This is an optimization exercise on Yosys and OpenROAD, whose aim is small area and a short achievable clock period, not a production implementation. Only simulation tests tie the RTL to the original design; equivalence was not proved. Power is estimated from default activity; no workload was simulated.

==> flow/design.v, too long to show whole: its modules and the start of the top module <==
// module ifft_tf_mult: 2055 lines
// module ifft_tf_mult_fa: 4 lines
// module ifft_tf_mult_ha: 4 lines
module ifft_tf_mult #(
  parameter int DW   = 16,
  parameter int TW   = 12,
  parameter bit CONJ = 1'b1
) (
  input  logic                 clk,
  input  logic                 rst,
  input  logic                 in_valid,
  input  logic                 in_sop,
  input  logic                 in_tw_en,
  input  logic signed [DW-1:0] in_real,
  input  logic signed [DW-1:0] in_imag,
  output logic [2:0]           tf_addr,
  input  logic signed [TW-1:0] tf_real,
  input  logic signed [TW-1:0] tf_imag,
  output logic                 out_valid,
  output logic                 out_sop,
  output logic signed [DW-1:0] out_real,
  output logic signed [DW-1:0] out_imag,
  output logic                 ovf
);
  // ...
==> flow/flow/run.sh <==
#!/bin/bash
# The standard layout, with the port buffers made of plain buf_2 cells instead of the
# delay-buffer cell buffer_ports picks by default. Every port still gets its own buffer.
set -euo pipefail
export BUFFER_PORTS_ARGS="-buffer_cell sky130_fd_sc_hd__buf_2"
bash standard.sh synth > synth.log 2>&1
bash standard.sh > layout.log 2>&1
==> flow/standard.sh <==
#!/bin/bash
# synth_recipe.tcl (not shown) runs the flow's synth.tcl, then flattens the netlist and writes it again
# the make line also repeats each setting of config.mk as NAME=value (left out here)
make -C /OpenROAD-flow-scripts/flow DESIGN_CONFIG=/design/flow/config.mk WORK_HOME=/design/flow/orfs CLKGATE_MAP_FILE= SYNTH_SCRIPT=/design/flow/synth_recipe.tcl "${@:-finish}"
==> flow/config.mk <==
export PLATFORM = sky130hd
export DESIGN_NAME = ifft_tf_mult
export DESIGN_NICKNAME = ifft_tf_mult
export VERILOG_FILES = /design/flow/design.v
export SDC_FILE = /design/flow/constraint.sdc
export NUM_CORES = 4
export LEC_CHECK = 0
export CAP_MARGIN = 20
export CORE_MARGIN = 2
export CORE_UTILIZATION = 65
export CTS_BUF_LIST = sky130_fd_sc_hd__clkbuf_8
export CTS_CLUSTER_DIAMETER = 50
export CTS_CLUSTER_SIZE = 16
export PLACE_DENSITY = 0.8
export SETUP_SLACK_MARGIN = 4.0
export SLEW_MARGIN = 20
export SYNTH_HIERARCHICAL = 1
export SYNTH_MINIMUM_KEEP_SIZE = 0
==> flow/constraint.sdc <==
create_clock -name core_clock -period 6.5 [get_ports {clk}]
set_input_delay 1.3000 -clock core_clock [delete_from_list [all_inputs] [get_ports {clk}]]
set_output_delay 1.3000 -clock core_clock [all_outputs]
set_load 0.01 [all_outputs]
==> metrics.md, run 1 <==
| Metric | Value |
|---|---|
| Syn-to-layout area delta | 11.3% |
| Yosys top cell by area | dfxtp_1 |
| FILL cells | 2,758 |
| Crit Reg-Reg Startpoint | s3_im_cy_q |
| Top cells by area, synth | dfxtp_1, fa_1, xnor2_1 |
| Synth Register Bits | 427 |
| Power density cells | 465 nW/um2 |
| Starting Density | approximately two thirds |
| Buffers, non-clock | approximately 200 |
| Core area | 40,600 um2 |
| Worst path slowest cell | fa_2 |
| Outcome | no timing/DRC/antenna violations |
| Top power group | combinational logic |
| Top cell category | multi-input gates |
| # port buffers | around 100 |
| H-Tree Depth | 2 |
| Crit path to | ovf_q |
| Sequential cell count | 427 |
| Kind of critical path | reg2reg |
| R2R depth | 10 |
| Top sig layer | met5 |
| Met1 usage | approximately 45% |
| Sequential cell area share | between 20% and 30% |
| N_diodes | 0 |
| Vias/cell | around 6.5 |
==> run 2, diff against run 1 <==
--- a/flow/design.v
+++ b/flow/design.v
@@ -1753,18 +1753,25 @@
     s3_re_a25_q <= re2c652;
     s3_re_b25_q <= re2s653;
     s3_re_a26_q <= re2c654;
     s3_re_b26_q <= re2s655;
     s3_re_a27_q <= re2c656;
     s3_re_b27_q <= s2_re_c27_0_q;
     s3_re_cy_q <= re_lowc_sum[10];
   end
-  wire [18:0] re_rsum = {s3_re_a27_q, s3_re_a26_q, s3_re_a25_q, s3_re_a24_q, s3_re_a23_q, s3_re_a22_q, s3_re_a21_q, s3_re_a20_q, s3_re_a19_q, s3_re_a18_q, s3_re_a17_q, s3_re_a16_q, s3_re_a15_q, s3_re_a14_q, s3_re_a13_q, s3_re_a12_q, s3_re_a11_q, s3_re_a10_q, 1'b1} + {s3_re_b27_q, s3_re_b26_q, s3_re_b25_q, s3_re_b24_q, s3_re_b23_q, s3_re_b22_q, s3_re_b21_q, s3_re_b20_q, s3_re_b19_q, s3_re_b18_q, s3_re_b17_q, s3_re_b16_q, s3_re_b15_q, s3_re_b14_q, s3_re_b13_q, s3_re_b12_q, s3_re_b11_q, s3_re_b10_q, s3_re_cy_q};
-  wire [17:0] re_rnd = re_rsum[18:1];
+  wire [16:0] re_ls = {1'b0, s3_re_a24_q, s3_re_a23_q, s3_re_a22_q, s3_re_a21_q, s3_re_a20_q, s3_re_a19_q, s3_re_a18_q, s3_re_a17_q, s3_re_a16_q, s3_re_a15_q, s3_re_a14_q, s3_re_a13_q, s3_re_a12_q, s3_re_a11_q, s3_re_a10_q, 1'b1} + {1'b0, s3_re_b24_q, s3_re_b23_q, s3_re_b22_q, s3_re_b21_q, s3_re_b20_q, s3_re_b19_q, s3_re_b18_q, s3_re_b17_q, s3_re_b16_q, s3_re_b15_q, s3_re_b14_q, s3_re_b13_q, s3_re_b12_q, s3_re_b11_q, s3_re_b10_q, s3_re_cy_q};
+  wire [2:0] re_t0 = {s3_re_a27_q, s3_re_a26_q, s3_re_a25_q} + {s3_re_b27_q, s3_re_b26_q, s3_re_b25_q};
+  wire [2:0] re_t1 = {s3_re_a27_q, s3_re_a26_q, s3_re_a25_q} + {s3_re_b27_q, s3_re_b26_q, s3_re_b25_q} + 3'd1;
+  wire re_f0 = !(re_t0 == 3'b000 || re_t0 == 3'b111);
+  wire re_f1 = !(re_t1 == 3'b000 || re_t1 == 3'b111);
+  wire re_c15 = re_ls[16];
+  wire re_sat = re_c15 ? re_f1 : re_f0;
+  wire [2:0] re_top = re_c15 ? re_t1 : re_t0;
+  wire [15:0] re_fin = re_sat ? {re_top[2], {15{~re_top[2]}}} : {re_top[0], re_ls[15:1]};
   wire im2s657, im2c658;
   ifft_tf_mult_ha u_im2s657 (.a(s2_im_c10_0_q), .b(s2_im_c10_1_q), .s(im2s657), .co(im2c658));
   wire im2s659, im2c660;
   ifft_tf_mult_ha u_im2s659 (.a(s2_im_c11_0_q), .b(s2_im_c11_1_q), .s(im2s659), .co(im2c660));
   wire im2s661, im2c662;
   ifft_tf_mult_ha u_im2s661 (.a(s2_im_c12_0_q), .b(s2_im_c12_1_q), .s(im2s661), .co(im2c662));
   wire im2s663, im2c664;
   ifft_tf_mult_ha u_im2s663 (.a(s2_im_c13_0_q), .b(s2_im_c13_1_q), .s(im2s663), .co(im2c664));
@@ -2000,34 +2007,35 @@
     s3_im_a25_q <= im2c820;
     s3_im_b25_q <= im2s821;
     s3_im_a26_q <= im2c822;
     s3_im_b26_q <= im2s823;
     s3_im_a27_q <= im2c824;
     s3_im_b27_q <= s2_im_c27_0_q;
     s3_im_cy_q <= im_lowc_sum[10];
   end
-  wire [18:0] im_rsum = {s3_im_a27_q, s3_im_a26_q, s3_im_a25_q, s3_im_a24_q, s3_im_a23_q, s3_im_a22_q, s3_im_a21_q, s3_im_a20_q, s3_im_a19_q, s3_im_a18_q, s3_im_a17_q, s3_im_a16_q, s3_im_a15_q, s3_im_a14_q, s3_im_a13_q, s3_im_a12_q, s3_im_a11_q, s3_im_a10_q, 1'b1} + {s3_im_b27_q, s3_im_b26_q, s3_im_b25_q, s3_im_b24_q, s3_im_b23_q, s3_im_b22_q, s3_im_b21_q, s3_im_b20_q, s3_im_b19_q, s3_im_b18_q, s3_im_b17_q, s3_im_b16_q, s3_im_b15_q, s3_im_b14_q, s3_im_b13_q, s3_im_b12_q, s3_im_b11_q, s3_im_b10_q, s3_im_cy_q};
-  wire [17:0] im_rnd = im_rsum[18:1];
+  wire [16:0] im_ls = {1'b0, s3_im_a24_q, s3_im_a23_q, s3_im_a22_q, s3_im_a21_q, s3_im_a20_q, s3_im_a19_q, s3_im_a18_q, s3_im_a17_q, s3_im_a16_q, s3_im_a15_q, s3_im_a14_q, s3_im_a13_q, s3_im_a12_q, s3_im_a11_q, s3_im_a10_q, 1'b1} + {1'b0, s3_im_b24_q, s3_im_b23_q, s3_im_b22_q, s3_im_b21_q, s3_im_b20_q, s3_im_b19_q, s3_im_b18_q, s3_im_b17_q, s3_im_b16_q, s3_im_b15_q, s3_im_b14_q, s3_im_b13_q, s3_im_b12_q, s3_im_b11_q, s3_im_b10_q, s3_im_cy_q};
+  wire [2:0] im_t0 = {s3_im_a27_q, s3_im_a26_q, s3_im_a25_q} + {s3_im_b27_q, s3_im_b26_q, s3_im_b25_q};
+  wire [2:0] im_t1 = {s3_im_a27_q, s3_im_a26_q, s3_im_a25_q} + {s3_im_b27_q, s3_im_b26_q, s3_im_b25_q} + 3'd1;
+  wire im_f0 = !(im_t0 == 3'b000 || im_t0 == 3'b111);
+  wire im_f1 = !(im_t1 == 3'b000 || im_t1 == 3'b111);
+  wire im_c15 = im_ls[16];
+  wire im_sat = im_c15 ? im_f1 : im_f0;
+  wire [2:0] im_top = im_c15 ? im_t1 : im_t0;
+  wire [15:0] im_fin = im_sat ? {im_top[2], {15{~im_top[2]}}} : {im_top[0], im_ls[15:1]};
   logic s3_valid_q, s3_sop_q;
   always_ff @(posedge clk or posedge rst) begin
     if (rst) begin
       s3_valid_q <= 1'b0;
       s3_sop_q   <= 1'b0;
     end else begin
       s3_valid_q <= s2_valid_q;
       s3_sop_q   <= s2_sop_q;
     end
   end
-  wire [17:0] s3_re_q = re_rnd;
-  wire [17:0] s3_im_q = im_rnd;
-  wire re_sat = !(s3_re_q[17:15] == 3'b000 || s3_re_q[17:15] == 3'b111);
-  wire im_sat = !(s3_im_q[17:15] == 3'b000 || s3_im_q[17:15] == 3'b111);
-  wire [15:0] re_fin = re_sat ? {s3_re_q[17], {15{~s3_re_q[17]}}} : s3_re_q[15:0];
-  wire [15:0] im_fin = im_sat ? {s3_im_q[17], {15{~s3_im_q[17]}}} : s3_im_q[15:0];
   wire        any_sat = re_sat | im_sat;
   logic        out_valid_q, out_sop_q, ovf_q;
   logic [15:0] out_real_q, out_imag_q;
   always_ff @(posedge clk or posedge rst) begin
     if (rst) begin
       out_valid_q <= 1'b0;
       out_sop_q   <= 1'b0;
       out_real_q  <= '0;
==> flow/config.mk (replaced) <==
export PLATFORM = sky130hd
export DESIGN_NAME = ifft_tf_mult
export DESIGN_NICKNAME = ifft_tf_mult
export VERILOG_FILES = /design/flow/design.v
export SDC_FILE = /design/flow/constraint.sdc
export NUM_CORES = 4
export LEC_CHECK = 0
export CAP_MARGIN = 20
export CORE_MARGIN = 2
export CORE_UTILIZATION = 55
export CTS_BUF_LIST = sky130_fd_sc_hd__clkbuf_8
export CTS_CLUSTER_DIAMETER = 50
export CTS_CLUSTER_SIZE = 16
export PLACE_DENSITY = 0.7
export SETUP_SLACK_MARGIN = 4.0
export SLEW_MARGIN = 20
export SYNTH_HIERARCHICAL = 1
export SYNTH_MINIMUM_KEEP_SIZE = 0
==> run 2 against run 1 <==
Compared with the run above: total power shrank 13%; cell area down 3.3%; core utilization decreased by 13 points; sequential power about the same; area after synthesis decreased by 1.6%; sequential cell count unchanged; clock power decreased by 12%; critical endpoint is now out_imag_q[12]; largest cell class unchanged.
==> metrics.md, run 2 <==
| Metric | Value |
|---|---|
| Critical path fanouts, max | 5 (was 4) |
| Avg Inst Size Synth | 11.4 um2 (was 11.2 um2) |
| Worst EP required | 7020 ps (about the same) |
| Final #Nets | 2,841 (was 2,946) |
| Post-synth top flop | dfxtp_1 (unchanged) |
| CTS tree | done (unchanged) |
| Syn-to-layout area delta | 9.42% (was 11.3%) |
| Count leader, synth | xnor2_1 (unchanged) |
| Relative slew slack | 34.6% (was 21.9%) |
| Total Wirelength | 72,100 um (was 75,000 um) |
| Cell depth of the worst setup path | 9 (was 10) |
| Synth Register Bits | 427 (unchanged) |
| Setup TNS | 0 ps (unchanged) |
| # clock sinks | 427 (unchanged) |
| Vias after detailed routing | 18,300 (was 19,500) |
| Max_cap viols | 0 (unchanged) |
| Crit path cell chain | ha_4, or4_4, o21ai_2, nor3_2, o41a_1, o21a_1, or3_1, a31oi_1, a21oi_1 (was inv_2, fa_2, nor2b_4, o2111ai_2, nand2_2, o41ai_4, a221o_1, or2_4, o31ai_4, a41oi_2) |
| Critical path arrival | 3060 ps (was 3070 ps) |
| Crit path max-delay family | simple AND/OR/NAND/NOR gates (was compound AO/OA/AOI/OAI gates) |
| Kind of critical path | reg2reg (unchanged) |
| FILL cells | 3,814 (was 2,758) |
| Final hold slack | 338 ps (was 341 ps) |
| Leading cell type in the layout, fill and taps excluded | xnor2_1 (unchanged) |
| Setup crit start kind | flip-flop (unchanged) |
| Placement Setup Slack | 3400 ps (was 3550 ps) |
| Multi-input logic area | 16,800 um2 (was 17,500 um2) |
| Crit. Startpoint | s3_im_a13_q (was s3_im_cy_q) |
| P_leak | 11.3 nW (was 11.6 nW) |
| Tightest Pin Transition | 981 ps (was 1170 ps) |
| Max clock buf depth | 3 (unchanged) |
| Outcome | no timing/DRC/antenna violations (unchanged) |
| Crit path to | out_imag_q[12] (was ovf_q) |
| Worst min path class | reg2reg (unchanged) |
| Worst setup EP type | flip-flop (unchanged) |
| Syn Inst Count | 2,303 (was 2,387) |
| CTS clk-pin slew, worst paths | 100 ps (about the same) |
| Gr ovfl total | 0 (unchanged) |
| Worst path slowest cell | or4_4 (was fa_2) |
| Tcrit/Tclk final | 39.0% (was 39.2%) |
| Die Width | 222 um (was 207 um) |
| Mapped Area | 26,200 um2 (was 26,700 um2) |
| Vias/cell | 6.14 (was 6.51) |
| Sequential fraction of the synthesis area | 33.4% (was 32.9%) |
| Global-route wire length before repair | 111,000 um (was 115,000 um) |
| CTS buffer count | 44 (was 45) |
| HPWL after detailed placement | 45,800 um (was 47,200 um) |
| Initial DRC Count | 1,994 (was 2,403) |
| Top cells by area, synth | dfxtp_1, fa_1, xnor2_1 (unchanged) |
| Slowest Stage Delay on Critical Path | 480 ps (was 410 ps) |
| DRT antenna net count | 0 (unchanged) |
| Rows | 80 (was 74) |
| Synth async-reset ratio | 10.3% (unchanged) |
| Wire per inst | 24.2 um (was 25.0 um) |
| Most instantiated cells after synthesis | xnor2_1, dfxtp_1, fa_1 (unchanged) |
| Die Ht | 222 um (was 207 um) |
| Max Fclk | 394 MHz (was 393 MHz) |
| R2R depth | 9 (was 10) |
| R2R Path End | out_imag_q[12] (was ovf_q) |
| Worst path bufs/invs | 0 (was 1) |
| Gr usage total | 29.3% (was 35.7%) |
| Ys Warns | 7 (unchanged) |
| Die Area | 49,400 um2 (was 42,700 um2) |
| R2R setup slack | 3960 ps (was 3950 ps) |
| Vias in the first global route | 19,500 (was 20,800) |
| Pins Over Slew Limit | 0 (unchanged) |
| # port buffers | 98 (unchanged) |
| DRC Markers | 0 (unchanged) |
| Worst vdd ir | 0.000230 V (was 0.000264 V) |
| Yosys top cell by area | dfxtp_1 (unchanged) |
| GP Congestion | 0.882 (was 0.887) |
| Pin count of the biggest net entering global routing | 54 (was 45) |
| Pre-antenna DRT Iters | 6 (was 10) |
| Starting Density | 55.3% (was 65.6%) |
| Worst skew pair latency | 680 ps (was 690 ps) |
| RSZ-0062 raised after global routing | yes (unchanged) |
| Syn nets | 2,817 (was 2,901) |
| Core area | 47,400 um2 (was 40,600 um2) |
| CTS root buf | clkbuf_8 (unchanged) |
| H-Tree Depth | 2 (unchanged) |
| Final worst path period need | 2540 ps (was 2550 ps) |
| Post-synth top area share | 29.2% (was 28.8%) |
| Final Hold Viols | 0 (unchanged) |
| Crit Reg-Reg Startpoint | s3_im_a13_q (was s3_im_cy_q) |
| Ports | 99 (unchanged) |
| Commonest cells after routing, fill and taps aside | xnor2_1, dfxtp_1, fa_1 (unchanged) |
| Number of distinct library cells after synthesis | 60 (was 68) |
| Post-synth EDFFs | 0 (unchanged) |
| Seq. cell area | 8850 um2 (about the same) |
| Setup Viol. Count Final | 0 (unchanged) |
| Power density cells | 417 nW/um2 (was 465 nW/um2) |
| Final Skew | 57.1 ps (was 74.8 ps) |
| Antenna violations before repair | 0 (was 3) |
| Post-route setup slack | 3960 ps (was 3950 ps) |
| Layout cell share with drive strength beyond 1 | 14.7% (was 17.0%) |
[run 2: worst min-delay path by stage]
stage | startpoint | end | slack [ps] | depth (start not counted)
6_report | s2_im_c27_0_q | s3_im_b27_q | 340 | 0
5_1_grt | s2_im_c27_0_q | s3_im_b27_q | 340 | 0
4_1_cts | s2_re_c27_0_q | s3_re_b27_q | 340 | 0
3_5_place_dp | s2_re_c27_0_q | s3_re_b27_q | 320 | 0
3_3_place_gp | s2_re_c27_0_q | s3_re_b27_q | 310 | 0
2_1_floorplan | s2_im_c27_0_q | s3_im_b27_q | 310 | 0
[run 2: logic make-up after synthesis]
family                     synth area share [%]
DFF                                        33.4
xor gates and xnor gates                   14.8
and+or+nand+nor                            4.46
adders and majority gates                  31.0
buffers and inverters                      3.59
AOI/OAI and AO/OA                          12.5
muxes                                     0.196
[run 2: through the flow]
step | std cells | instance area (um2) | power, W | util (%)
after detailed placement | 2865 | 27100 | 0.00935 | 57.1
after floorplan | 2303 | 26200 | 0.00758 | -
after global routing | 2973 | 28700 | 0.0128 | 60.5
after global placement | 2865 | 27100 | 0.00919 | 57.1
final | 2974 | 28700 | 0.0120 | 60.5
after CTS | 2955 | 28300 | 0.0115 | 59.7
[run 2: per-module statistics from Yosys (local to each module, per instance)]
module | flip-flops and latches | cells inside
ifft_tf_mult_ha | 0 | 1
ifft_tf_mult_fa | 0 | 1
ifft_tf_mult | 427 | 1917
[run 2: final cells by class]
class / count / area share [%]
antenna: 1 / 0.00872
clock buffer: 48 / 2.30
clock inverter: 29 / 0.951
inverter: 45 / 0.624
multi-input combinational: 1635 / 58.6
sequential: 427 / 30.8
tap: 615 / 2.68
timing repair buffer: 174 / 3.99
[run 2: worst register-to-register path: stages, from the launching register on]
cell and delay [ps]:
dfxtp_2 340, ha_4 260, or4_4 480, o21ai_2 100
nor3_2 90, o41a_1 360, o21a_1 190, or3_1 320
a31oi_1 150, a21oi_1 90
[run 2: per-layer routing]
metal  GRT usage, %  up-vias  share of wire, %
met5              0        -                 0
met4           14.3        0               4.8
met3           7.19      270                11
met2           46.0     1179                45
met1           38.2     9045                39
li1               -     7759                 -
[run 2: timing repair]
item                                   in CTS  in global routing
hold buffers                                0                  0
endpoints found under the hold margin       0                  0
setup buffers                              13                 17
setup endpoints to repair                 170                 68
gates cloned                                0                  1
pin swaps                                   9                 17
resized for setup                          55                 55
[run 2: power breakdown]
part | switching (W) | internal, W
logic | 0.00337 | 0.00282
registers | 0.000478 | 0.00347
clock network | 0.00105 | 0.000773
==> run 3, diff against run 2 <==
--- a/flow/config.mk
+++ b/flow/config.mk
@@ -16,3 +16,4 @@
 export SLEW_MARGIN = 20
 export SYNTH_HIERARCHICAL = 1
 export SYNTH_MINIMUM_KEEP_SIZE = 0
+export TNS_END_PERCENT = 10
==> run 3 against run 2 <==
Compared with the run above: sequential share of layout area hardly changed; fmax is 0.20% lower; critical path depth stayed put; die area stayed put; first-iteration DRC count is 0.80% lower; total power is 1.3% higher; via count is 0.35% lower; routed wire length hardly changed; clock skew is 20 ps lower; critical path type unchanged.
==> metrics.md, run 3 <==
| Metric | Value |
|---|---|
| Outcome | no timing/DRC/antenna violations (unchanged) |
| Final worst path period need | 2540 ps (about the same) |
| Kind of critical path | reg2reg (unchanged) |
| R2R setup slack | 3960 ps (about the same) |
| Main combinational cell family by area after synthesis | adder cells (unchanged) |
| Multiplexer share of the synthesized area | 0.196% (unchanged) |
| Synth Area in Compound Gates | 12.5% (unchanged) |
| Post-synth top area share | 29.2% (unchanged) |
| Die Area | 49,400 um2 (unchanged) |
| Top cells by area, synth | dfxtp_1, fa_1, xnor2_1 (unchanged) |
| Rows | 80 (unchanged) |
| Adder-Cell Fraction of Synth Area | 31.0% (unchanged) |
| Crit. Startpoint | s3_im_b13_q (was s3_im_a13_q) |
| Worst min path class | reg2reg (unchanged) |
| Worst EP required | 6970 ps (was 7020 ps) |
| CTS root buf | clkbuf_8 (unchanged) |
| Synth Register Bits | 427 (unchanged) |
| Antenna violations before repair | 1 (was 0) |
| Pin count of the biggest net entering global routing | 54 (unchanged) |
| CTS tree | done (unchanged) |
| Ports | 99 (unchanged) |
| Total Wirelength | 72,000 um (was 72,100 um) |
| Layout cell share with drive strength beyond 1 | 14.6% (was 14.7%) |
| Pins Over Slew Limit | 0 (unchanged) |
| Global-route wire length before repair | 110,000 um (was 111,000 um) |
| GP Congestion | 0.892 (was 0.882) |
| Setup TNS | 0 ps (unchanged) |
| P_leak | 11.3 nW (about the same) |
| Die Width | 222 um (unchanged) |
| Most used routing layer | met2 (unchanged) |
| HPWL after detailed placement | 45,800 um (about the same) |
| Max_cap viols | 0 (unchanged) |
| Setup crit start kind | flip-flop (unchanged) |
| Post-synthesis xor/xnor area fraction | 14.8% (unchanged) |
| DRT antenna net count | 0 (unchanged) |
| Crit Reg-Reg Startpoint | s3_im_b13_q (was s3_im_a13_q) |
| Mapped Area | 26,200 um2 (unchanged) |
| Vias/cell | 6.14 (about the same) |
| Post-synth EDFFs | 0 (unchanged) |
| Worst vdd ir | 0.000253 V (was 0.000230 V) |
| Yosys top cell by area | dfxtp_1 (unchanged) |
| Worst skew pair latency | 640 ps (was 680 ps) |
| Wire per inst | 24.3 um (was 24.2 um) |
| Grt met2 use | 45.8% (was 46.0%) |
| Gr ovfl total | 0 (unchanged) |
| Worst path slowest cell | or4_4 (unchanged) |
| Setup Viol. Count Final | 0 (unchanged) |
| H-Tree Depth | 2 (unchanged) |
| Number of distinct library cells after synthesis | 60 (unchanged) |
| Worst path bufs/invs | 0 (unchanged) |
| RSZ-0062 raised after global routing | yes (unchanged) |
| Sequential fraction of the synthesis area | 33.4% (unchanged) |
| Simple-gate share of the synthesized area | 4.46% (unchanged) |
| Tcrit/Tclk final | 39.1% (was 39.0%) |
| Ys Warns | 7 (unchanged) |
| Final Skew | 37.5 ps (was 57.1 ps) |
| Commonest cells after routing, fill and taps aside | xnor2_1, dfxtp_1, fa_1 (unchanged) |
| Syn Inst Count | 2,303 (unchanged) |
| Count leader, synth | xnor2_1 (unchanged) |
| Pre-antenna DRT Iters | 6 (unchanged) |
| FILL cells | 3,819 (was 3,814) |
| Initial DRC Count | 1,978 (was 1,994) |
| Most instantiated cells after synthesis | xnor2_1, dfxtp_1, fa_1 (unchanged) |
| Util after Layout | 60.5% (about the same) |
| Max Fclk | 393 MHz (was 394 MHz) |
| Vias in the first global route | 19,300 (was 19,500) |
| Hold Startpoint | s2_re_c27_0_q (was s2_im_c27_0_q) |
| Syn-to-layout area delta | 9.54% (was 9.42%) |
| Syn nets | 2,817 (unchanged) |
| Starting Density | 55.3% (unchanged) |
| CTS clk-pin slew, worst paths | 100 ps (about the same) |
| Synth async-reset ratio | 10.3% (unchanged) |
| Critical path fanouts, max | 4 (was 5) |
| # port buffers | 98 (unchanged) |
| GR Util met3 | 7.56% (was 7.19%) |
| Critical path arrival | 3010 ps (was 3060 ps) |
| Die Ht | 222 um (unchanged) |
| Tightest Pin Transition | 932 ps (was 981 ps) |
| Crit path max-delay family | compound AO/OA/AOI/OAI gates (was simple AND/OR/NAND/NOR gates) |
| Core area | 47,400 um2 (unchanged) |
| Gr usage total | 29.1% (was 29.3%) |
| Final Hold Viols | 0 (unchanged) |
| Slowest Stage Delay on Critical Path | 490 ps (was 480 ps) |
| CTS buffer count | 44 (unchanged) |
| N_diodes | 0 (was 1) |
| Met1 usage | 37.9% (was 38.2%) |
| DRC Markers | 0 (unchanged) |
| Total chip power | 0.0121 W (was 0.0120 W) |
| Relative slew slack | 37.8% (was 34.6%) |
| Max clock buf depth | 3 (unchanged) |
| Post-synth top flop | dfxtp_1 (unchanged) |
| Power density cells | 422 nW/um2 (was 417 nW/um2) |
| Vias after detailed routing | 18,200 (was 18,300) |
| Final #Nets | 2,830 (was 2,841) |
| # clock sinks | 427 (unchanged) |
| Leading cell type in the layout, fill and taps excluded | xnor2_1 (unchanged) |
| Worst setup EP type | flip-flop (unchanged) |
| Avg Inst Size Synth | 11.4 um2 (unchanged) |
| Crit path cell chain | ha_4, or4_4, o21ai_4, nor3_4, o41a_1, o21a_1, or3_1, a31oi_1, a21oi_1 (was ha_4, or4_4, o21ai_2, nor3_2, o41a_1, o21a_1, or3_1, a31oi_1, a21oi_1) |
-- run 3: cell counts after synthesis --
Identical to the previous run, type by type.
-- run 3: worst paths after layout --
| check | to | depth (start not counted) |
|---|---|---|
| max | out_imag_q[12] | 9 |
| min | s3_re_b27_q | 0 |
| max reg2reg | out_imag_q[12] | 9 |
| min reg2reg | s3_re_b27_q | 0 |
| max in group asynchronous | s3_valid_q | 2 |
| min in group asynchronous | s2_valid_q | 2 |
-- run 3: timing repair --
item	4_1_cts	5_1_grt
hold buffers	0	0
buffers inserted	13	8
cloned	1	2
resized for setup	27	86
pin swaps	10	32
setup endpoints to repair	154	168
-- run 3: kinds of logic (layout without fill, tap and decap cells) --
family / Yosys count / in the layout
mux: 5 / 5
flops: 427 / 427
simple gates: 265 / 266
compound gates: 469 / 469
fa+ha+maj: 453 / 453
xor+xnor: 443 / 443
buf+inv: 241 / 286
-- run 3: area by class of cell --
cell class / count / area (um2) / area share [%]
sequential: 427 / 8860 / 30.8
tap: 615 / 769 / 2.68
inverter: 45 / 176 / 0.614
timing repair buffer: 162 / 1040 / 3.61
clock buffer: 49 / 674 / 2.35
multi-input combinational: 1636 / 16900 / 58.8
clock inverter: 30 / 328 / 1.14
-- run 3: metrics by stage --
stage	worst slack (ps)	cell area, um2	std cells	hold WS (ps)
3_5_place_dp	3350	27100	2861	314
3_3_place_gp	3470	27100	2861	312
4_1_cts	3830	28300	2954	336
2_1_floorplan	3960	26200	2303	310
5_1_grt	3880	28700	2964	353
6_report	3960	28700	2964	336
-- run 3: power by group --
part / leakage, nW / internal [W] / switching [W]
Sequential: 3.73 / 0.00347 / 0.000502
Combinational: 7.01 / 0.00288 / 0.00334
Clock: 0.513 / 0.000873 / 0.00106
Total: 11.3 / 0.00722 / 0.00490
-- run 3: worst register-to-register path: stages (launching register included) --
cell and delay [ps]:
dfxtp_2 340, ha_4 250, or4_4 490, o21ai_4 100, nor3_4 60, o41a_1 380, o21a_1 220, or3_1 310
a31oi_1 140, a21oi_1 90
-- run 3: metal layers --
| metal | vias up | routed length [um] |
|---|---|---|
| met5 | - | 0 |
| met4 | 0 | 3400 |
| met3 | 266 | 8180 |
| met2 | 1178 | 32300 |
| met1 | 9003 | 28200 |
| li1 | 7743 | - |
-- run 3: per-module statistics from Yosys (local to each module, per instance) --
module	times used	cell area, um2	cells
ifft_tf_mult	1	19000	1917
ifft_tf_mult_ha	62	12.5	1
ifft_tf_mult_fa	324	20.0	1
==> run 4, diff against run 3 <==
--- a/flow/config.mk
+++ b/flow/config.mk
@@ -12,8 +12,7 @@
 export CTS_CLUSTER_DIAMETER = 50
 export CTS_CLUSTER_SIZE = 16
 export PLACE_DENSITY = 0.7
-export SETUP_SLACK_MARGIN = 4.0
+export SETUP_SLACK_MARGIN = 4.1
 export SLEW_MARGIN = 20
 export SYNTH_HIERARCHICAL = 1
 export SYNTH_MINIMUM_KEEP_SIZE = 0
-export TNS_END_PERCENT = 10
==> run 4 against run 3 <==
Compared with the run above: core utilization is 0.79 points higher; first-iteration DRC count is 4.8% higher; cell area is 1.3% higher; total power is 2.3% higher.
==> metrics.md, run 4 <==
| Metric | Value |
|---|---|
| Outcome | no timing/DRC/antenna violations (unchanged) |
| DRC Markers | 0 (unchanged) |
| Kind of critical path | reg2reg (unchanged) |
| Post-synth EDFFs | 0 (unchanged) |
| Setup TNS | 0 ps (unchanged) |
| Post-route cell area | 29,100 um2 (was 28,700 um2) |
| Multi-input logic area | 17,100 um2 (was 16,900 um2) |
| Top cells by area, synth | dfxtp_1, fa_1, xnor2_1 (unchanged) |
| Mapped Area | 26,200 um2 (unchanged) |
| # port buffers | 98 (unchanged) |
| Post-synth top area share | 29.2% (unchanged) |
| H-Tree Depth | 2 (unchanged) |
| # clock sinks | 427 (unchanged) |
| HPWL after detailed placement | 46,100 um (was 45,800 um) |
| Worst vdd ir | 0.000224 V (was 0.000253 V) |
| RSZ-0062 raised after global routing | yes (unchanged) |
| CTS root buf | clkbuf_8 (unchanged) |
| Critical path arrival | 3080 ps (was 3010 ps) |
| Post-CTS Hold Buffers | 0 (unchanged) |
| Relative slew slack | 33.1% (was 37.8%) |
| Vias/cell | 6.11 (was 6.14) |
| Critical path fanouts, max | 15 (was 4) |
| Most instantiated cells after synthesis | xnor2_1, dfxtp_1, fa_1 (unchanged) |
| Synth Register Bits | 427 (unchanged) |
| Core area | 47,400 um2 (unchanged) |
| FILL cells | 3,755 (was 3,819) |
| Global-route wire length before repair | 112,000 um (was 110,000 um) |
| Tcrit/Tclk final | 38.8% (was 39.1%) |
| Final Skew | 37.9 ps (was 37.5 ps) |
| Synth async-reset ratio | 10.3% (unchanged) |
| Ys Warns | 7 (unchanged) |
| Worst skew pair latency | 660 ps (was 640 ps) |
| Starting Density | 55.3% (unchanged) |
| Vias in the first global route | 19,600 (was 19,300) |
| Rows | 80 (unchanged) |
| Worst setup EP type | flip-flop (unchanged) |
| Final worst path period need | 2520 ps (was 2540 ps) |
| Max Fclk | 397 MHz (was 393 MHz) |
| CTS buffer count | 43 (was 44) |
| Tightest Pin Transition | 1000 ps (was 932 ps) |
| Wire per inst | 24.1 um (was 24.3 um) |
| GP Congestion | 0.862 (was 0.892) |
| Commonest cells after routing, fill and taps aside | xnor2_1, dfxtp_1, fa_1 (unchanged) |
| Antenna violations before repair | 0 (was 1) |
| Layout cell share with drive strength beyond 1 | 16.8% (was 14.6%) |
| Total Wirelength | 72,300 um (was 72,000 um) |
| Gr ovfl total | 0 (unchanged) |
| DRT antenna net count | 0 (unchanged) |
| Worst EP required | 7060 ps (was 6970 ps) |
| P_leak | 11.4 nW (was 11.3 nW) |
| Final Hold Viols | 0 (unchanged) |
| Vias after detailed routing | 18,300 (was 18,200) |
| Count leader, synth | xnor2_1 (unchanged) |
| Placed instance area | 27,100 um2 (about the same) |
| Worst min path class | reg2reg (unchanged) |
| Pin count of the biggest net entering global routing | 54 (unchanged) |
| Max_cap viols | 0 (unchanged) |
| CTS clk-pin slew, worst paths | 90 ps (was 100 ps) |
| CTS tree | done (unchanged) |
| Syn nets | 2,817 (unchanged) |
| Final #Nets | 2,863 (was 2,830) |
| Power density cells | 426 nW/um2 (was 422 nW/um2) |
| Leading cell type in the layout, fill and taps excluded | xnor2_1 (unchanged) |
| Setup Viol. Count Final | 0 (unchanged) |
| Pre-antenna DRT Iters | 7 (was 6) |
| Ports | 99 (unchanged) |
| Post-synth top flop | dfxtp_1 (unchanged) |
| Seq. cell area | 8870 um2 (was 8860 um2) |
| Initial DRC Count | 2,073 (was 1,978) |
| Max clock buf depth | 3 (unchanged) |
| Avg Inst Size Synth | 11.4 um2 (unchanged) |
| Pins Over Slew Limit | 0 (unchanged) |
| Die Area | 49,400 um2 (unchanged) |
| Number of distinct library cells after synthesis | 60 (unchanged) |
| Gr usage total | 29.6% (was 29.1%) |
| Die Ht | 222 um (unchanged) |
| Die Width | 222 um (unchanged) |
| Setup crit start kind | flip-flop (unchanged) |
| Syn Inst Count | 2,303 (unchanged) |
| Sequential fraction of the synthesis area | 33.4% (unchanged) |
| Yosys top cell by area | dfxtp_1 (unchanged) |
| Syn-to-layout area delta | 11.0% (was 9.54%) |
## run 4: cell counts after synthesis
Identical to the previous run, type by type.
## run 4: where the power goes
group,internal (W),switching (W)
registers,0.00347,0.000493
logic,0.00310,0.00355
clock network,0.000739,0.00104
total,0.00731,0.00508
## run 4: Yosys stat by module (local to each module, per instance)
| module | cell area [um2] | cells |
|---|---|---|
| ifft_tf_mult_fa | 20.0 | 1 |
| ifft_tf_mult_ha | 12.5 | 1 |
| ifft_tf_mult | 19000 | 1917 |
## run 4: cells by family after synthesis
group                    synth area share, %
AO/OA/AOI/OAI                           12.5
adder cells (fa/ha/maj)                 31.0
XOR/XNOR                                14.8
flip-flops                              33.4
AND/OR/NAND/NOR                         4.46
buffers and inverters                   3.59
multiplexers                           0.196
## run 4: final cells by class
class	count	area share [%]
inverters	45	0.623
clock buffers	45	2.13
clock inverters	32	0.963
multi-input cells	1635	58.6
repair buffers	197	4.54
flip-flops and latches	427	30.5
well taps	615	2.64
diodes	1	0.00860
## run 4: path summary, 6_finish.rpt
kind	start	end	slack [ps]	depth (start not counted)
hold reg to reg	s2_im_c27_0_q	s3_im_b27_q	340	0
min in group asynchronous	rst	cnt_q[0]	860	2
max in group asynchronous	rst	s3_valid_q	5030	2
hold / removal	s2_im_c27_0_q	s3_im_b27_q	340	0
setup / recovery	s3_re_b10_q	out_real_q[14]	3980	11
setup reg to reg	s3_re_b10_q	out_real_q[14]	3980	11
## run 4: per-layer routing
metal  share of wire, %  global-route usage (%)  wire length [um]
met3                 11                    8.00              8030
met4                4.5                    11.8              3270
met5                  0                       0                 0
met1                 39                    39.2             28300
met2                 45                    46.5             32700
## run 4: per-stage QoR
step / instances / total power, W / utilization (%) / setup slack, ps / hold slack, ps
3_5_place_dp: 2865 / 0.00947 / 57.1 / 3470 / 314
3_3_place_gp: 2865 / 0.00924 / 57.1 / 3560 / 314
5_1_grt: 2996 / 0.0133 / 61.3 / 3900 / 356
6_report: 2997 / 0.0124 / 61.3 / 3980 / 336
4_1_cts: 2977 / 0.0119 / 60.4 / 3970 / 342
2_1_floorplan: 2303 / 0.00760 / - / 4090 / 310
## run 4: what timing repair did
item | 4_1_cts | 5_1_grt
buffers inserted | 35 | 18
setup endpoints to repair | 212 | 84
gates resized for setup | 94 | 65
pin swaps | 29 | 28
gates cloned | 0 | 1
## run 4: critical path: stages (launching register included)
cell and delay (ps):
dfxtp_1 340, fa_2 420, a211oi_4 280, o21ai_2 110
nand3_2 110, o31ai_4 80, buf_6 140, a21o_1 190
a221oi_4 370, nor2b_4 80, buf_12 160, a211oi_2 170
==> run 5, diff against run 4 <==
--- a/flow/config.mk
+++ b/flow/config.mk
@@ -12,7 +12,7 @@
 export CTS_CLUSTER_DIAMETER = 50
 export CTS_CLUSTER_SIZE = 16
 export PLACE_DENSITY = 0.7
-export SETUP_SLACK_MARGIN = 4.1
-export SLEW_MARGIN = 20
+export SETUP_SLACK_MARGIN = 4.0
+export SLEW_MARGIN = 60
 export SYNTH_HIERARCHICAL = 1
 export SYNTH_MINIMUM_KEEP_SIZE = 0
==> run 5 against run 4 <==
Compared with the run above: still clean on timing, DRC and antenna; sequential share of layout area is 0.24 points higher; cell area is 0.86% lower; core utilization is 0.53 points lower; critical path type unchanged; largest cell class unchanged; highest routed layer unchanged.
==> metrics.md, run 5 <==
| Metric | Value |
|---|---|
| Die Width | 222 um (unchanged) |
| N_diodes | 0 (was 1) |
| Setup TNS | 0 ps (unchanged) |
| RSZ-0062 raised after global routing | yes (unchanged) |
| Die Ht | 222 um (unchanged) |
| Relative slew slack | 58.3% (was 33.1%) |
| DRT antenna net count | 0 (unchanged) |
| Setup Viol. Count Final | 0 (unchanged) |
| Placed instance area | 27,200 um2 (was 27,100 um2) |
| Hold depth | 0 (unchanged) |
| Seq. cell area | 8860 um2 (was 8870 um2) |
| Syn-to-layout area delta | 10.0% (was 11.0%) |
| Avg Inst Size Synth | 11.4 um2 (unchanged) |
| Max clock buf depth | 3 (unchanged) |
| Total Wirelength | 72,200 um (was 72,300 um) |
| R2R depth | 12 (was 11) |
| Global-route wire length before repair | 111,000 um (was 112,000 um) |
| Post-route cell area | 28,800 um2 (was 29,100 um2) |
| Ports | 99 (unchanged) |
| CTS tree | done (unchanged) |
| Ys Warns | 7 (unchanged) |
| Final hold slack | 334 ps (was 336 ps) |
| Initial DRC Count | 2,044 (was 2,073) |
| # clock sinks | 427 (unchanged) |
| Die Area | 49,400 um2 (unchanged) |
| FILL cells | 3,778 (was 3,755) |
| Max_cap viols | 0 (unchanged) |
| Final Skew | 20.5 ps (was 37.9 ps) |
| Gr usage total | 29.2% (was 29.6%) |
| Post-synth top flop | dfxtp_1 (unchanged) |
| Rows | 80 (unchanged) |
| Post-CTS Hold Buffers | 0 (unchanged) |
| Yosys top cell by area | dfxtp_1 (unchanged) |
| CTS clk-pin slew, worst paths | 90 ps (about the same) |
| Vias/cell | 6.14 (was 6.11) |
| Outcome | no timing/DRC/antenna violations (unchanged) |
| # port buffers | 98 (unchanged) |
| Commonest cells after routing, fill and taps aside | xnor2_1, dfxtp_1, fa_1 (unchanged) |
| Mapped Area | 26,200 um2 (unchanged) |
| H-Tree Depth | 2 (unchanged) |
| Pre-antenna DRT Iters | 6 (was 7) |
| Crit Reg-Reg Startpoint | s3_re_b10_q (unchanged) |
| Critical path arrival | 3120 ps (was 3080 ps) |
| Multi-input logic area | 16,800 um2 (was 17,100 um2) |
| CTS buffer count | 43 (unchanged) |
| Final Hold Viols | 0 (unchanged) |
| Top cells by area, synth | dfxtp_1, fa_1, xnor2_1 (unchanged) |
| DRC Markers | 0 (unchanged) |
| CTS root buf | clkbuf_8 (unchanged) |
| HPWL after detailed placement | 45,900 um (was 46,100 um) |
| Crit. Startpoint | s3_re_b10_q (unchanged) |
| Count leader, synth | xnor2_1 (unchanged) |
| P_leak | 11.4 nW (about the same) |
| Hold EP | s3_re_b27_q (was s3_im_b27_q) |
| Pins Over Slew Limit | 0 (unchanged) |
| Worst min path class | reg2reg (unchanged) |
| Syn nets | 2,817 (unchanged) |
| Sequential fraction of the synthesis area | 33.4% (unchanged) |
| Synth async-reset ratio | 10.3% (unchanged) |
| Post-synth top area share | 29.2% (unchanged) |
| Post-synth EDFFs | 0 (unchanged) |
| Vias in the first global route | 19,100 (was 19,600) |
| Setup crit start kind | flip-flop (unchanged) |
| Starting Density | 55.3% (unchanged) |
| Worst vdd ir | 0.000280 V (was 0.000224 V) |
| Pin count of the biggest net entering global routing | 54 (unchanged) |
| Worst EP required | 7060 ps (about the same) |
| Core area | 47,400 um2 (unchanged) |
| Syn Inst Count | 2,303 (unchanged) |
| Antenna violations before repair | 0 (unchanged) |
| Synth Register Bits | 427 (unchanged) |
| Final worst path period need | 2560 ps (was 2520 ps) |
| Tightest Pin Transition | 625 ps (was 1000 ps) |
| Tcrit/Tclk final | 39.4% (was 38.8%) |
| Worst skew pair latency | 650 ps (was 660 ps) |
| Vias after detailed routing | 18,300 (about the same) |
| Power density cells | 418 nW/um2 (was 426 nW/um2) |
| Max Fclk | 391 MHz (was 397 MHz) |
| Layout cell share with drive strength beyond 1 | 14.6% (was 16.8%) |
| Wire per inst | 24.2 um (was 24.1 um) |
| Gr ovfl total | 0 (unchanged) |
| Worst setup EP type | flip-flop (unchanged) |
| Kind of critical path | reg2reg (unchanged) |
| Leading cell type in the layout, fill and taps excluded | xnor2_1 (unchanged) |
| Number of distinct library cells after synthesis | 60 (unchanged) |
| R2R Path End | out_real_q[5] (was out_real_q[14]) |
| Hold Startpoint | s2_re_c27_0_q (was s2_im_c27_0_q) |
| Final #Nets | 2,850 (was 2,863) |
| GP Congestion | 0.882 (was 0.862) |
| Most instantiated cells after synthesis | xnor2_1, dfxtp_1, fa_1 (unchanged) |
| R2R setup slack | 3940 ps (was 3980 ps) |
| Critical path fanouts, max | 7 (was 15) |
==> run 5: cell families after synthesis <==
| logic type | after synthesis | share of synthesized area (%) |
|---|---|---|
| fa+ha+maj | 453 | 31.0 |
| flops | 427 | 33.4 |
| simple gates | 265 | 4.46 |
| xor+xnor | 443 | 14.8 |
| compound gates | 469 | 12.5 |
| buf+inv | 241 | 3.59 |
| mux | 5 | 0.196 |
==> run 5: power by group <==
group | switching (W) | leakage [nW] | internal, W
Sequential | 0.000475 | 3.73 | 0.00346
Clock | 0.00102 | 0.520 | 0.000944
Combinational | 0.00333 | 7.11 | 0.00283
Total | 0.00483 | 11.4 | 0.00724
==> run 5: area by class of cell <==
cell class                      count  share of cell area, %
Clock buffer                       47                   2.24
Clock inverter                     29                   1.23
Inverter                           45                  0.646
Multi-Input combinational cell   1636                   58.2
Sequential cell                   427                   30.7
Tap cell                          615                   2.67
Timing Repair Buffer              183                   4.29
==> run 5: layer usage <==
metal | vias to the layer above | wire length, um | global-route usage [%]
li1 | 7779 | - | -
met1 | 9016 | 28100 | 38.8
met2 | 1229 | 32100 | 45.0
met3 | 272 | 8310 | 7.38
met4 | 0 | 3630 | 14.2
met5 | - | 0 | 0
==> run 5: Yosys stat by module (local to each module, per instance) <==
module | area [um2] | copies in the design | flip-flops and latches | cells
ifft_tf_mult_fa | 20.0 | 324 | 0 | 1
ifft_tf_mult_ha | 12.5 | 62 | 0 | 1
ifft_tf_mult | 19000 | 1 | 427 | 1917
==> run 5: how the worst max path moves through the flow <==
stage / endpoint
floorplan: s2_im_c9_4_q
global placement: ovf_q
detailed placement: ovf_q
CTS: out_imag[0]
global route: out_real_q[2]
finish: out_real_q[5]
==> run 5: timing repair <==
action / 4_1_cts / 5_1_grt
pin swaps: 8 / 17
setup buffers: 17 / 21
endpoints found under the setup margin: 61 / 106
resized for setup: 28 / 40
cloned: 0 / 2
==> run 5: worst max-delay path, cell delays in order, from the launching register on <==
cell and delay (ps):
dfxtp_2 340, fa_2 420, a211oi_4 280, o21ai_2 110
nand3_2 100, o31ai_4 90, a211oi_2 190, buf_4 170
mux2i_4 270, buf_4 170, clkbuf_16 140, nand2_1 50
a21oi_1 150
==> run 5: per-stage QoR <==
stage	utilization [%]	std cells	total power, W	setup slack [ps]
final	60.8	2982	0.0121	3940
after global routing	60.8	2982	0.0129	3810
after CTS	60.0	2959	0.0116	3930
after detailed placement	57.4	2866	0.00939	3580
after global placement	57.1	2865	0.00919	3470
after floorplan	-	2303	0.00758	4020
==> run 6, diff against run 5 <==
--- a/flow/config.mk
+++ b/flow/config.mk
@@ -13,6 +13,6 @@
 export CTS_CLUSTER_SIZE = 16
 export PLACE_DENSITY = 0.7
 export SETUP_SLACK_MARGIN = 4.0
-export SLEW_MARGIN = 60
+export SLEW_MARGIN = 75
 export SYNTH_HIERARCHICAL = 1
 export SYNTH_MINIMUM_KEEP_SIZE = 0
==> run 6 against run 5 <==
Compared with the run above: still clean; combinational power is 3.2% higher; sequential share of layout area is 0.96 points lower; die area stayed put; hold slack better by 0.54 ps; critical path depth is 1 lower; area after synthesis stayed put; sequential cell count stayed put; total power is 2.2% higher; global-route usage is 0.34 points higher; register-to-register slack better by 30 ps.
==> metrics.md, run 6 <==
| Metric | Value |
|---|---|
| Relative slew slack | 73.1% (was 58.3%) |
| Starting Density | 55.3% (unchanged) |
| Post-synth EDFFs | 0 (unchanged) |
| H-Tree Depth | 2 (unchanged) |
| Kind of critical path | reg2reg (unchanged) |
| R2R depth | 11 (was 12) |
| Pins Over Slew Limit | 0 (unchanged) |
| NetSw | 0.00495 W (was 0.00483 W) |
| Adder-Cell Fraction of Synth Area | 31.0% (unchanged) |
| Power density cells | 413 nW/um2 (was 418 nW/um2) |
| Critical path fanouts, max | 6 (was 7) |
| Sequential group share of total power | 31.6% (was 32.6%) |
| Max Fclk | 396 MHz (was 391 MHz) |
| Ports | 99 (unchanged) |
| Tightest Pin Transition | 402 ps (was 625 ps) |
| Syn Inst Count | 2,303 (unchanged) |
| Worst path bufs/invs | 2 (was 3) |
| GP Congestion | 0.882 (unchanged) |
| Syn-to-layout area delta | 13.7% (was 10.0%) |
| Worst min path class | reg2reg (unchanged) |
| Worst skew pair latency | 670 ps (was 650 ps) |
| Util after Layout | 62.8% (was 60.8%) |
| Layout cell share with drive strength beyond 1 | 16.8% (was 14.6%) |
| Commonest cells after routing, fill and taps aside | xnor2_1, dfxtp_1, fa_1 (unchanged) |
| Mapped Area | 26,200 um2 (unchanged) |
| Avg Inst Size Synth | 11.4 um2 (unchanged) |
| Most instantiated cells after synthesis | xnor2_1, dfxtp_1, fa_1 (unchanged) |
| Ys Warns | 7 (unchanged) |
| Multiplexer share of the synthesized area | 0.196% (unchanged) |
| Outcome | no timing/DRC/antenna violations (unchanged) |
| Slowest Stage Delay on Critical Path | 390 ps (was 420 ps) |
| Post-synth top area share | 29.2% (unchanged) |
| Post-synthesis xor/xnor area fraction | 14.8% (unchanged) |
| Core area | 47,400 um2 (unchanged) |
| Post-synth top flop | dfxtp_1 (unchanged) |
| Worst path slowest cell | fa_2 (unchanged) |
| Number of distinct library cells after synthesis | 60 (unchanged) |
| Simple-gate share of the synthesized area | 4.46% (unchanged) |
| Cell depth of the worst setup path | 11 (was 12) |
| CTS tree | done (unchanged) |
| HPWL after detailed placement | 49,400 um (was 45,900 um) |
| Final Hold Viols | 0 (unchanged) |
| # port buffers | 98 (unchanged) |
| R2R setup slack | 3970 ps (was 3940 ps) |
| Sequential fraction of the synthesis area | 33.4% (unchanged) |
| Worst vdd ir | 0.000242 V (was 0.000280 V) |
| Syn nets | 2,817 (unchanged) |
| RSZ-0062 raised after global routing | yes (unchanged) |
| P_leak | 11.8 nW (was 11.4 nW) |
| Rows | 80 (unchanged) |
| Internal Pwr Total | 0.00737 W (was 0.00724 W) |
| Count leader, synth | xnor2_1 (unchanged) |
| Yosys top cell by area | dfxtp_1 (unchanged) |
| CTS root buf | clkbuf_8 (unchanged) |
| Setup Viol. Count Final | 0 (unchanged) |
| # clock sinks | 427 (unchanged) |
| Antenna violations before repair | 2 (was 0) |
| Worst setup EP type | flip-flop (unchanged) |
| Top cells by area, synth | dfxtp_1, fa_1, xnor2_1 (unchanged) |
| Vias after detailed routing | 18,500 (was 18,300) |
| Die Width | 222 um (unchanged) |
| CTS buffer count | 44 (was 43) |
| Gr ovfl total | 0 (unchanged) |
| Final worst path period need | 2530 ps (was 2560 ps) |
| CTS clk-pin slew, worst paths | 90 ps (about the same) |
| Total Wirelength | 72,500 um (was 72,200 um) |
| Max_cap viols | 0 (unchanged) |
| Initial DRC Count | 2,136 (was 2,044) |
| Pin count of the biggest net entering global routing | 54 (unchanged) |
| Vias in the first global route | 19,700 (was 19,100) |
| Setup TNS | 0 ps (unchanged) |
| DRC Markers | 0 (unchanged) |
| DRT antenna net count | 0 (unchanged) |
| Synth Area in Compound Gates | 12.5% (unchanged) |
| Final Skew | 35.2 ps (was 20.5 ps) |
| Crit path cell chain | fa_2, a211oi_2, o21ai_2, nand3_2, o31ai_4, a211oi_4, mux2i_4, buf_6, buf_8, nand2_1, a21oi_1 (was fa_2, a211oi_4, o21ai_2, nand3_2, o31ai_4, a211oi_2, buf_4, mux2i_4, buf_4, clkbuf_16, nand2_1, a21oi_1) |
| Wire per inst | 24.0 um (was 24.2 um) |
| Critical path arrival | 3090 ps (was 3120 ps) |
| Clock network power share | 16.8% (was 16.3%) |
| Pre-antenna DRT Iters | 6 (unchanged) |
| Synth async-reset ratio | 10.3% (unchanged) |
| Combinational power share | 51.6% (was 51.1%) |
| Leading cell type in the layout, fill and taps excluded | xnor2_1 (unchanged) |
| Multi-input logic area | 16,900 um2 (was 16,800 um2) |
| Seq. cell area | 8870 um2 (was 8860 um2) |
| Vias/cell | 6.11 (was 6.14) |
| Tcrit/Tclk final | 38.9% (was 39.4%) |
| Worst EP required | 7060 ps (about the same) |
| Die Ht | 222 um (unchanged) |
| Setup crit start kind | flip-flop (unchanged) |
| Max clock buf depth | 3 (unchanged) |
| Switch share | 40.2% (was 40.0%) |
| Synth Register Bits | 427 (unchanged) |
| Hold depth | 0 (unchanged) |
| Gr usage total | 29.6% (was 29.2%) |
| Die Area | 49,400 um2 (unchanged) |
| Total chip power | 0.0123 W (was 0.0121 W) |
| Final #Nets | 2,884 (was 2,850) |
| Crit path max-delay family | compound AO/OA/AOI/OAI gates (unchanged) |
| FILL cells | 3,715 (was 3,778) |
| Global-route wire length before repair | 112,000 um (was 111,000 um) |
| Main combinational cell family by area after synthesis | adder cells (unchanged) |
run 6: cell types whose count changed in the layout (fill, tap and decap cells not counted), moves of 6 or more:
cell     delta
buf_16      +6
buf_8      +32
buf_6      +19
a21oi_2    +11
a21oi_1    -11
nand2_1     -6
buf_4      -29
run 6: timing repair:
item                       in CTS  in global routing
hold buffers                    0                  0
cloned                          0                  1
buffers inserted               22                  9
resized for setup              30                 43
pin swaps                      14                 21
setup endpoints to repair      66                 69
run 6: layer usage:
layer  wire, um  up-vias  global-route usage, %
li1           -     7853                      -
met1      28400     9094                   38.8
met2      32500     1219                   45.8
met3       8020      293                   7.25
met4       3580        0                   15.2
met5          0        -                      0
run 6: per-module statistics from Yosys (local to each module, per instance):
module | cell area, um2 | flip-flops and latches | cells
ifft_tf_mult_fa | 20.0 | 0 | 1
ifft_tf_mult_ha | 12.5 | 0 | 1
ifft_tf_mult | 19000 | 427 | 1917
run 6: final timing paths:
| path | from | to |
|---|---|---|
| worst max-delay path | s3_re_a10_q | out_real_q[1] |
| worst max register to register | s3_re_a10_q | out_real_q[1] |
| min in group asynchronous | rst | cnt_q[2] |
| worst min-delay path | s2_re_c27_0_q | s3_re_b27_q |
| worst min register to register | s2_re_c27_0_q | s3_re_b27_q |
| max in group asynchronous | rst | out_real_q[2] |
run 6: metrics by stage:
| stage | area, um2 | hold slack, ps | setup slack, ps | std cells |
|---|---|---|---|---|
| floorplan | 26200 | 310 | 4020 | 2303 |
| global placement | 27100 | 314 | 3470 | 2865 |
| detailed placement | 28000 | 315 | 3450 | 2905 |
| CTS | 29400 | 339 | 3930 | 3008 |
| global route | 29800 | 344 | 3830 | 3020 |
| finish | 29800 | 334 | 3970 | 3022 |
run 6: layout make-up:
cell class	count	share of cell area (%)
antenna	2	0.0168
multi-input combinational	1635	56.7
clock buffer	48	2.22
sequential	427	29.8
inverter	45	0.659
clock inverter	33	1.42
tap	615	2.58
timing repair buffer	217	6.63
run 6: power by group through the flow:
stage                     sequential [W]  combinational (W)  clock, W
after detailed placement         0.00393            0.00560         0
final                            0.00389            0.00636   0.00207
after global routing             0.00396            0.00704   0.00221
after floorplan                  0.00385            0.00373         0
after global placement           0.00395            0.00524         0
after CTS                        0.00388            0.00590   0.00212
run 6: cells by family after synthesis:
kind of cell | Yosys count
xor+xnor | 443
flops | 427
mux | 5
simple gates | 265
buf+inv | 241
compound gates | 469
fa+ha+maj | 453

afterwards: timing with drivers on the ports:
Ports are ideal in the flow. The routed layouts listed here were re-timed in OpenROAD.
Step 1 sets driving cells, clkbuf_16 on the clock port and buf_2 on the other inputs (assumed; they add their load-dependent delay and slew).
Step 2, shift: input delay + t, output delay - t, t = (earliest + latest rising clock arrival at the registers) / 2. This alone moves slack from input paths to output paths.
Three values: ideal ports, drivers, drivers and shift; two values: the first two.
run | shift t [ns] | slack for setup (ns) | worst hold slack (ns) | latest minus earliest clock arrival (ns) | worst slew at a driven data input, ns
run 1 | 0.709 | 3.953 / 3.927 / 3.878 | 0.341 / 0.341 / 0.341 | 0.075 / 0.075 | 0.04
run 2 | 0.705 | 3.963 / 3.933 / 3.946 | 0.338 / 0.338 / 0.338 | 0.067 / 0.066 | 0.04
run 3 | 0.672 | 3.958 / 3.958 / 3.954 | 0.336 / 0.336 / 0.336 | 0.039 / 0.040 | 0.04
run 4 | 0.700 | 3.981 / 3.948 / 3.931 | 0.336 / 0.336 / 0.336 | 0.039 / 0.039 | 0.04
run 5 | 0.695 | 3.940 / 3.936 / 3.940 | 0.334 / 0.334 / 0.334 | 0.033 / 0.032 | 0.03
run 6 | 0.708 | 3.973 / 3.922 / 3.973 | 0.334 / 0.334 / 0.334 | 0.036 / 0.036 | 0.04
After both steps every run listed still meets setup and hold. The setup slack of run 1, which loses most, moves by -0.026 ns with the drivers and by -0.075 ns with both steps.
